This design comes from an exercise in tuning for small area, a short achievable clock period and few clock cycles per item on the open sky130 flow, not from production work.
At most, simulation tests tie the RTL to the original design; equivalence was not proved.
Power and IR drop assume default switching activity.

## red
==> flow/design.v <==
`timescale 1ns/100ps
module classifier
(
   input  logic        clk,
   input  logic        local_rst,
   output logic        addr_valid,
   input  logic        addr_ready,
   output logic [20:0] addr,
   input  logic        din_valid,
   output logic        din_ready,
   input  logic [41:0] din,
   input  logic        stddev_valid,
   output logic        stddev_ready,
   input  logic [15:0] stddev,
   output logic        result_valid,
   input  logic        result_ready,
   output logic        result
);
   logic [5:0]  ic;
   logic [2:0]  fd;
   logic [3:0]  cr;
   logic        dall;
   logic [19:0] sr;
   logic [19:0] cr_;
   logic        xa;
   logic        xb;
   logic        sd_seen;
   logic        clear;
   logic        x_new;
   logic        pass0;
   logic        pass1;
   logic        pass2;
   logic        at8;
   logic        at20;
   logic        at32;
   logic        ic_stop;
   localparam logic [31:0] ADDR_B0 = 32'h00000000;
   localparam logic [31:0] ADDR_B1 = 32'h00000000;
   localparam logic [31:0] ADDR_B2 = 32'h00060000;
   localparam logic [31:0] ADDR_B3 = 32'h00070000;
   localparam logic [31:0] ADDR_B4 = 32'h00080000;
   localparam logic [31:0] ADDR_B5 = 32'h00030000;
   localparam logic [31:0] ADDR_B6 = 32'h000c0000;
   localparam logic [31:0] ADDR_B7 = 32'h00000000;
   localparam logic [31:0] ADDR_B8 = 32'hac905300;
   localparam logic [31:0] ADDR_B9 = 32'hff16acac;
   localparam logic [31:0] ADDR_B10 = 32'hca18caca;
   localparam logic [31:0] ADDR_B11 = 32'h0cd00300;
   localparam logic [31:0] ADDR_B12 = 32'h0fec0c0c;
   localparam logic [31:0] ADDR_B13 = 32'hc000c0c0;
   localparam logic [31:0] ADDR_B14 = 32'h00000000;
   localparam logic [31:0] ADDR_B15 = 32'h0000ac00;
   localparam logic [31:0] ADDR_B16 = 32'h5390ac00;
   localparam logic [31:0] ADDR_B17 = 32'h66e6ca66;
   localparam logic [31:0] ADDR_B18 = 32'h88f80c88;
   localparam logic [31:0] ADDR_B19 = 32'h03c00c00;
   localparam logic [31:0] ADDR_B20 = 32'hcc0cc0cc;
   assign addr[0] = ADDR_B0[ic[4:0]];
   assign addr[1] = ADDR_B1[ic[4:0]];
   assign addr[2] = ADDR_B2[ic[4:0]];
   assign addr[3] = ADDR_B3[ic[4:0]];
   assign addr[4] = ADDR_B4[ic[4:0]];
   assign addr[5] = ADDR_B5[ic[4:0]];
   assign addr[6] = ADDR_B6[ic[4:0]];
   assign addr[7] = ADDR_B7[ic[4:0]];
   assign addr[8] = ADDR_B8[ic[4:0]];
   assign addr[9] = ADDR_B9[ic[4:0]];
   assign addr[10] = ADDR_B10[ic[4:0]];
   assign addr[11] = ADDR_B11[ic[4:0]];
   assign addr[12] = ADDR_B12[ic[4:0]];
   assign addr[13] = ADDR_B13[ic[4:0]];
   assign addr[14] = ADDR_B14[ic[4:0]];
   assign addr[15] = ADDR_B15[ic[4:0]];
   assign addr[16] = ADDR_B16[ic[4:0]];
   assign addr[17] = ADDR_B17[ic[4:0]];
   assign addr[18] = ADDR_B18[ic[4:0]];
   assign addr[19] = ADDR_B19[ic[4:0]];
   assign addr[20] = ADDR_B20[ic[4:0]];
   logic [18:0] g;
   logic [18:0] t;
   logic        pg0_0;
   logic        pg0_1;
   logic        pg0_2;
   logic        pg0_3;
   logic        pg0_4;
   logic        pg0_5;
   logic        pg0_6;
   logic        pg0_7;
   logic        pg0_8;
   logic        pg1_0;
   logic        pg1_1;
   logic        pg1_2;
   logic        pg1_3;
   logic        pg1_4;
   logic        pg2_0;
   logic        pg2_1;
   logic        pg3_0;
   logic        pg4_0;
   logic        pt0_0;
   logic        pt0_1;
   logic        pt0_2;
   logic        pt0_3;
   logic        pt0_4;
   logic        pt0_5;
   logic        pt0_6;
   logic        pt0_7;
   logic        pt0_8;
   logic        pt1_0;
   logic        pt1_1;
   logic        pt1_2;
   logic        pt1_3;
   logic        pt1_4;
   logic        pt2_0;
   logic        pt2_1;
   logic        pt3_0;
   assign g = ~(sr[18:0] | cr_[18:0]);
   assign t = ~(sr[18:0] & cr_[18:0]);
   assign pg0_0 = g[1] | (t[1] & g[0]);
   assign pt0_0 = t[1] & t[0];
   assign pg0_1 = g[3] | (t[3] & g[2]);
   assign pt0_1 = t[3] & t[2];
   assign pg0_2 = g[5] | (t[5] & g[4]);
   assign pt0_2 = t[5] & t[4];
   assign pg0_3 = g[7] | (t[7] & g[6]);
   assign pt0_3 = t[7] & t[6];
   assign pg0_4 = g[9] | (t[9] & g[8]);
   assign pt0_4 = t[9] & t[8];
   assign pg0_5 = g[11] | (t[11] & g[10]);
   assign pt0_5 = t[11] & t[10];
   assign pg0_6 = g[13] | (t[13] & g[12]);
   assign pt0_6 = t[13] & t[12];
   assign pg0_7 = g[15] | (t[15] & g[14]);
   assign pt0_7 = t[15] & t[14];
   assign pg0_8 = g[17] | (t[17] & g[16]);
   assign pt0_8 = t[17] & t[16];
   assign pg1_0 = pg0_1 | (pt0_1 & pg0_0);
   assign pt1_0 = pt0_1 & pt0_0;
   assign pg1_1 = pg0_3 | (pt0_3 & pg0_2);
   assign pt1_1 = pt0_3 & pt0_2;
   assign pg1_2 = pg0_5 | (pt0_5 & pg0_4);
   assign pt1_2 = pt0_5 & pt0_4;
   assign pg1_3 = pg0_7 | (pt0_7 & pg0_6);
   assign pt1_3 = pt0_7 & pt0_6;
   assign pg1_4 = g[18] | (t[18] & pg0_8);
   assign pt1_4 = t[18] & pt0_8;
   assign pg2_0 = pg1_1 | (pt1_1 & pg1_0);
   assign pt2_0 = pt1_1 & pt1_0;
   assign pg2_1 = pg1_3 | (pt1_3 & pg1_2);
   assign pt2_1 = pt1_3 & pt1_2;
   assign pg3_0 = pg2_1 | (pt2_1 & pg2_0);
   assign pt3_0 = pt2_1 & pt2_0;
   assign pg4_0 = pg1_4 | (pt1_4 & pg3_0);
   assign x_new = ~(sr[19] ^ cr_[19] ^ pg4_0);
   assign pass0 = xb | x_new;                                            
   assign pass1 = (xb & ~(xa & x_new)) | ~(xa | xb | x_new);             
   assign pass2 = x_new | (xa & ~xb);                                    
   assign at8  = (ic == 6'd8)  & (fd == 3'd2) & cr[0];
   assign at20 = (ic == 6'd20) & (fd == 3'd5) & cr[0];
   assign at32 = dall;
   assign ic_stop    = (ic == 6'd8) | (ic == 6'd20) | ic[5];
   assign addr_valid = ~ic_stop | (at8 & pass0) | (at20 & pass1);
   assign result_valid = (at8 & ~pass0) | (at20 & ~pass1) | at32;
   assign result       = at32 & pass2;
   assign stddev_ready = result_valid;
   assign din_ready    = sd_seen;
   assign clear        = result_valid & result_ready;
   logic [2:0]  f;
   logic        cn0;
   logic        first;
   logic        fire;
   logic [13:0] d0;
   logic [13:0] d1;
   logic [13:0] d2;
   logic [19:0] b0;
   logic [19:0] b1;
   logic [19:0] b2;
   logic [19:0] a0;
   logic [19:0] a1;
   logic [1:0]  kc;
   logic        k0;
   logic        sel0_4;
   logic        sel0_2;
   logic        sel1_1;
   logic        sel1_2;
   logic        pol0;
   logic        pol1;
   logic        k1;
   logic [19:0] s1;
   logic [19:0] c1;
   logic [19:0] s2;
   logic [19:0] c2;
   logic [19:0] s_next;
   logic [19:0] c_next;
   assign f     = fd;
   assign fire  = din_valid & din_ready;
   assign first = cr[0] & fire;
   assign cn0   = (cr[1] | cr[3]) & fire;
   assign d0    = din[41:28];
   assign d1    = din[27:14];
   assign d2    = din[13:0];
   assign b0 = {6'h3f, d0 | {14{~fire}}};
   assign b1 = {5'h1f, ~(d1 & {14{fire}}), 1'b1};
   always_comb begin
      case (f)
         3'd2, 3'd3, 3'd5: b2 = ~{6'd0, d1 & {14{fire}}};
         3'd4:             b2 = ~{5'd0, d2 & {14{fire}}, 1'b0};
         default:          b2 = '1;
      endcase
      sel0_4 = first & (f == 3'd0 || f == 3'd3 || f == 3'd7);
      sel0_2 = first & (f == 3'd1 || f == 3'd2 || f == 3'd4 || f == 3'd5);
      sel1_1 = first & (f == 3'd1 || f == 3'd3 || f == 3'd5 || f == 3'd6);
      sel1_2 = first & (f == 3'd7);
      pol0   = first ? (f != 3'd2 && f != 3'd5 && f != 3'd6) : cn0;
      pol1   = first ? (f == 3'd1 || f == 3'd3 || f == 3'd6 || f == 3'd7) : cn0;
      a0 = (({20{sel0_4}} & {2'd0, stddev, 2'd0}) | ({20{sel0_2}} & {3'd0, stddev, 1'd0})
            | ({20{~first}} & ~sr)) ^ {20{~pol0}};
      a1 = (({20{sel1_1}} & {4'd0, stddev}) | ({20{sel1_2}} & {3'd0, stddev, 1'd0})
            | ({20{~first}} & ~cr_)) ^ {20{~pol1}};
      case (f)
         3'd1, 3'd3, 3'd7: kc = 2'd2;
         3'd0, 3'd4, 3'd6: kc = 2'd1;
         default:          kc = 2'd0;
      endcase
   end
   assign k0 = first ? (kc != 2'd0) : cn0;
   assign k1 = first & kc[1];
   assign s1 = b0 ^ b1 ^ b2;
   assign c1 = {((b0[18:0] & b1[18:0]) | (b0[18:0] & b2[18:0]) | (b1[18:0] & b2[18:0])), ~k0};
   assign s2 = a0 ^ a1 ^ s1;
   assign c2 = {((a0[18:0] & a1[18:0]) | (a0[18:0] & s1[18:0]) | (a1[18:0] & s1[18:0])), ~k1};
   assign s_next = s2 ^ c2 ^ c1;
   assign c_next = {((s2[18:0] & c2[18:0]) | (s2[18:0] & c1[18:0]) | (c2[18:0] & c1[18:0])), 1'b1};
   always_ff @(posedge clk) begin
      if (local_rst || clear) begin
         ic      <= '0;
         fd      <= '0;
         cr      <= 4'b0001;
         dall    <= 1'b0;
         sd_seen <= 1'b0;
      end else begin
         if (stddev_valid) begin
            sd_seen <= 1'b1;
         end
         if (addr_valid && addr_ready) begin
            ic <= ic + 6'd1;
         end
         if (din_valid && din_ready) begin
            cr <= {cr[2:0], cr[3]};
            if (cr[3]) begin
               fd <= fd + 3'd1;
               if (fd == 3'd7) begin
                  dall <= 1'b1;
               end
            end
         end
      end
   end
   always_ff @(posedge clk) begin
      sr  <= s_next;
      cr_ <= c_next;
      if (first) begin
         xa <= xb;
         xb <= x_new;
      end
   end
endmodule
Settings: LEC_CHECK=0, ABC_AREA=1, CAP_MARGIN=20, CORE_MARGIN=2, CORE_UTILIZATION=40, SETUP_SLACK_MARGIN=5, SLEW_MARGIN=20; clock period 9.0 ns.
standard.sh (not shown) runs the stock make flow with config.mk's settings and CLKGATE_MAP_FILE= SYNTH_SCRIPT=/design/flow/synth_recipe.tcl, a recipe that flattens the netlist after the stock synthesis.
==> flow/flow/run.sh <==
#!/bin/bash
# Standard layout, with the smallest buffer on the ports.
set -euo pipefail
export BUFFER_PORTS_ARGS="-buffer_cell sky130_fd_sc_hd__buf_1"
bash standard.sh finish > standard_finish.log 2>&1
Setup changes, red to blue
--- a/flow/design.v
+++ b/flow/design.v
@@ -19,10 +19,10 @@
    logic [5:0]  ic;
    logic [2:0]  fd;
    logic [3:0]  cr;
    logic        dall;
-   logic [19:0] sr;
-   logic [19:0] cr_;
+   logic [19:0] s;
+   logic [19:0] c;
    logic        xa;
    logic        xb;
    logic        sd_seen;
    logic        clear;
@@ -112,10 +112,10 @@
    logic        pt1_4;
    logic        pt2_0;
    logic        pt2_1;
    logic        pt3_0;
-   assign g = ~(sr[18:0] | cr_[18:0]);
-   assign t = ~(sr[18:0] & cr_[18:0]);
+   assign g = s[18:0] & c[18:0];
+   assign t = s[18:0] | c[18:0];
    assign pg0_0 = g[1] | (t[1] & g[0]);
    assign pt0_0 = t[1] & t[0];
    assign pg0_1 = g[3] | (t[3] & g[2]);
    assign pt0_1 = t[3] & t[2];
@@ -149,9 +149,9 @@
    assign pt2_1 = pt1_3 & pt1_2;
    assign pg3_0 = pg2_1 | (pt2_1 & pg2_0);
    assign pt3_0 = pt2_1 & pt2_0;
    assign pg4_0 = pg1_4 | (pt1_4 & pg3_0);
-   assign x_new = ~(sr[19] ^ cr_[19] ^ pg4_0);
+   assign x_new = ~(s[19] ^ c[19] ^ pg4_0);
    assign pass0 = xb | x_new;                                            
    assign pass1 = (xb & ~(xa & x_new)) | ~(xa | xb | x_new);             
    assign pass2 = x_new | (xa & ~xb);                                    
    assign at8  = (ic == 6'd8)  & (fd == 3'd2) & cr[0];
@@ -166,9 +166,8 @@
    assign clear        = result_valid & result_ready;
    logic [2:0]  f;
    logic        cn0;
    logic        first;
-   logic        fire;
    logic [13:0] d0;
    logic [13:0] d1;
    logic [13:0] d2;
    logic [19:0] b0;
@@ -191,32 +190,31 @@
    logic [19:0] c2;
    logic [19:0] s_next;
    logic [19:0] c_next;
    assign f     = fd;
-   assign fire  = din_valid & din_ready;
-   assign first = cr[0] & fire;
-   assign cn0   = (cr[1] | cr[3]) & fire;
+   assign first = cr[0];
+   assign cn0   = cr[1] | cr[3];
    assign d0    = din[41:28];
    assign d1    = din[27:14];
    assign d2    = din[13:0];
-   assign b0 = {6'h3f, d0 | {14{~fire}}};
-   assign b1 = {5'h1f, ~(d1 & {14{fire}}), 1'b1};
+   assign b0 = {6'd0, ~d0};
+   assign b1 = {5'd0, d1, 1'b0};
    always_comb begin
       case (f)
-         3'd2, 3'd3, 3'd5: b2 = ~{6'd0, d1 & {14{fire}}};
-         3'd4:             b2 = ~{5'd0, d2 & {14{fire}}, 1'b0};
-         default:          b2 = '1;
+         3'd2, 3'd3, 3'd5: b2 = {6'd0, d1};
+         3'd4:             b2 = {5'd0, d2, 1'b0};
+         default:          b2 = '0;
       endcase
       sel0_4 = first & (f == 3'd0 || f == 3'd3 || f == 3'd7);
       sel0_2 = first & (f == 3'd1 || f == 3'd2 || f == 3'd4 || f == 3'd5);
       sel1_1 = first & (f == 3'd1 || f == 3'd3 || f == 3'd5 || f == 3'd6);
       sel1_2 = first & (f == 3'd7);
       pol0   = first ? (f != 3'd2 && f != 3'd5 && f != 3'd6) : cn0;
       pol1   = first ? (f == 3'd1 || f == 3'd3 || f == 3'd6 || f == 3'd7) : cn0;
       a0 = (({20{sel0_4}} & {2'd0, stddev, 2'd0}) | ({20{sel0_2}} & {3'd0, stddev, 1'd0})
-            | ({20{~first}} & ~sr)) ^ {20{~pol0}};
+            | ({20{~first}} & s)) ^ {20{pol0}};
       a1 = (({20{sel1_1}} & {4'd0, stddev}) | ({20{sel1_2}} & {3'd0, stddev, 1'd0})
-            | ({20{~first}} & ~cr_)) ^ {20{~pol1}};
+            | ({20{~first}} & c)) ^ {20{pol1}};
       case (f)
          3'd1, 3'd3, 3'd7: kc = 2'd2;
          3'd0, 3'd4, 3'd6: kc = 2'd1;
          default:          kc = 2'd0;
@@ -224,13 +222,13 @@
    end
    assign k0 = first ? (kc != 2'd0) : cn0;
    assign k1 = first & kc[1];
    assign s1 = b0 ^ b1 ^ b2;
-   assign c1 = {((b0[18:0] & b1[18:0]) | (b0[18:0] & b2[18:0]) | (b1[18:0] & b2[18:0])), ~k0};
+   assign c1 = {((b0[18:0] & b1[18:0]) | (b0[18:0] & b2[18:0]) | (b1[18:0] & b2[18:0])), k0};
    assign s2 = a0 ^ a1 ^ s1;
-   assign c2 = {((a0[18:0] & a1[18:0]) | (a0[18:0] & s1[18:0]) | (a1[18:0] & s1[18:0])), ~k1};
+   assign c2 = {((a0[18:0] & a1[18:0]) | (a0[18:0] & s1[18:0]) | (a1[18:0] & s1[18:0])), k1};
    assign s_next = s2 ^ c2 ^ c1;
-   assign c_next = {((s2[18:0] & c2[18:0]) | (s2[18:0] & c1[18:0]) | (c2[18:0] & c1[18:0])), 1'b1};
+   assign c_next = {((s2[18:0] & c2[18:0]) | (s2[18:0] & c1[18:0]) | (c2[18:0] & c1[18:0])), 1'b0};
    always_ff @(posedge clk) begin
       if (local_rst || clear) begin
          ic      <= '0;
          fd      <= '0;
@@ -255,12 +253,14 @@
          end
       end
    end
    always_ff @(posedge clk) begin
-      sr  <= s_next;
-      cr_ <= c_next;
-      if (first) begin
-         xa <= xb;
-         xb <= x_new;
+      if (din_valid && din_ready) begin
+         s <= s_next;
+         c <= c_next;
+         if (first) begin
+            xa <= xb;
+            xb <= x_new;
+         end
       end
    end
 endmodule
Delta (blue minus red): die outline height higher, portion of total power attributed to the clock network higher, placer congestion estimate higher.
The largest net degree at the start of global routing of blue exceeds that of red by 13.
For count of filler cells inserted in the layout, dividing the value from blue by the value from red gives 1.06.
Testbench counts of blue, summed over its fixed seeds: cycles 82,658, windows 4,800.
For red, only the layout was checked, not whether the RTL still works.

-- port drivers added, routing unchanged --
No port has a modelled driver above. Below, the same layouts with a new extraction and two added sets of constraints.
Step 1 assumes that a clkbuf_16 drives the clock port and a buf_2 every other input.
Step 2, shift: input delay + t, output delay - t, t = (earliest + latest rising clock arrival at the registers) / 2. This alone moves slack from input paths to output paths.
a / b / c = ideal / step 1 / step 2; a / b = the first two.
run | t (ns) | setup WS [ns] | worst register clock-pin slew, ns | worst slew at a driven data input, ns | cell pins on the clock port's net
red | 0.329 | 5.102 / 5.105 / 4.776 | 0.08 / 0.08 | 0.04 | 1
blue | 0.337 | 5.141 / 5.103 / 5.105 | 0.08 / 0.08 | 0.04 | 1
After both steps setup and hold are still met in every run listed. For red, which loses most, drivers alone change the setup slack by +0.003 ns; drivers and shift together by -0.326 ns.
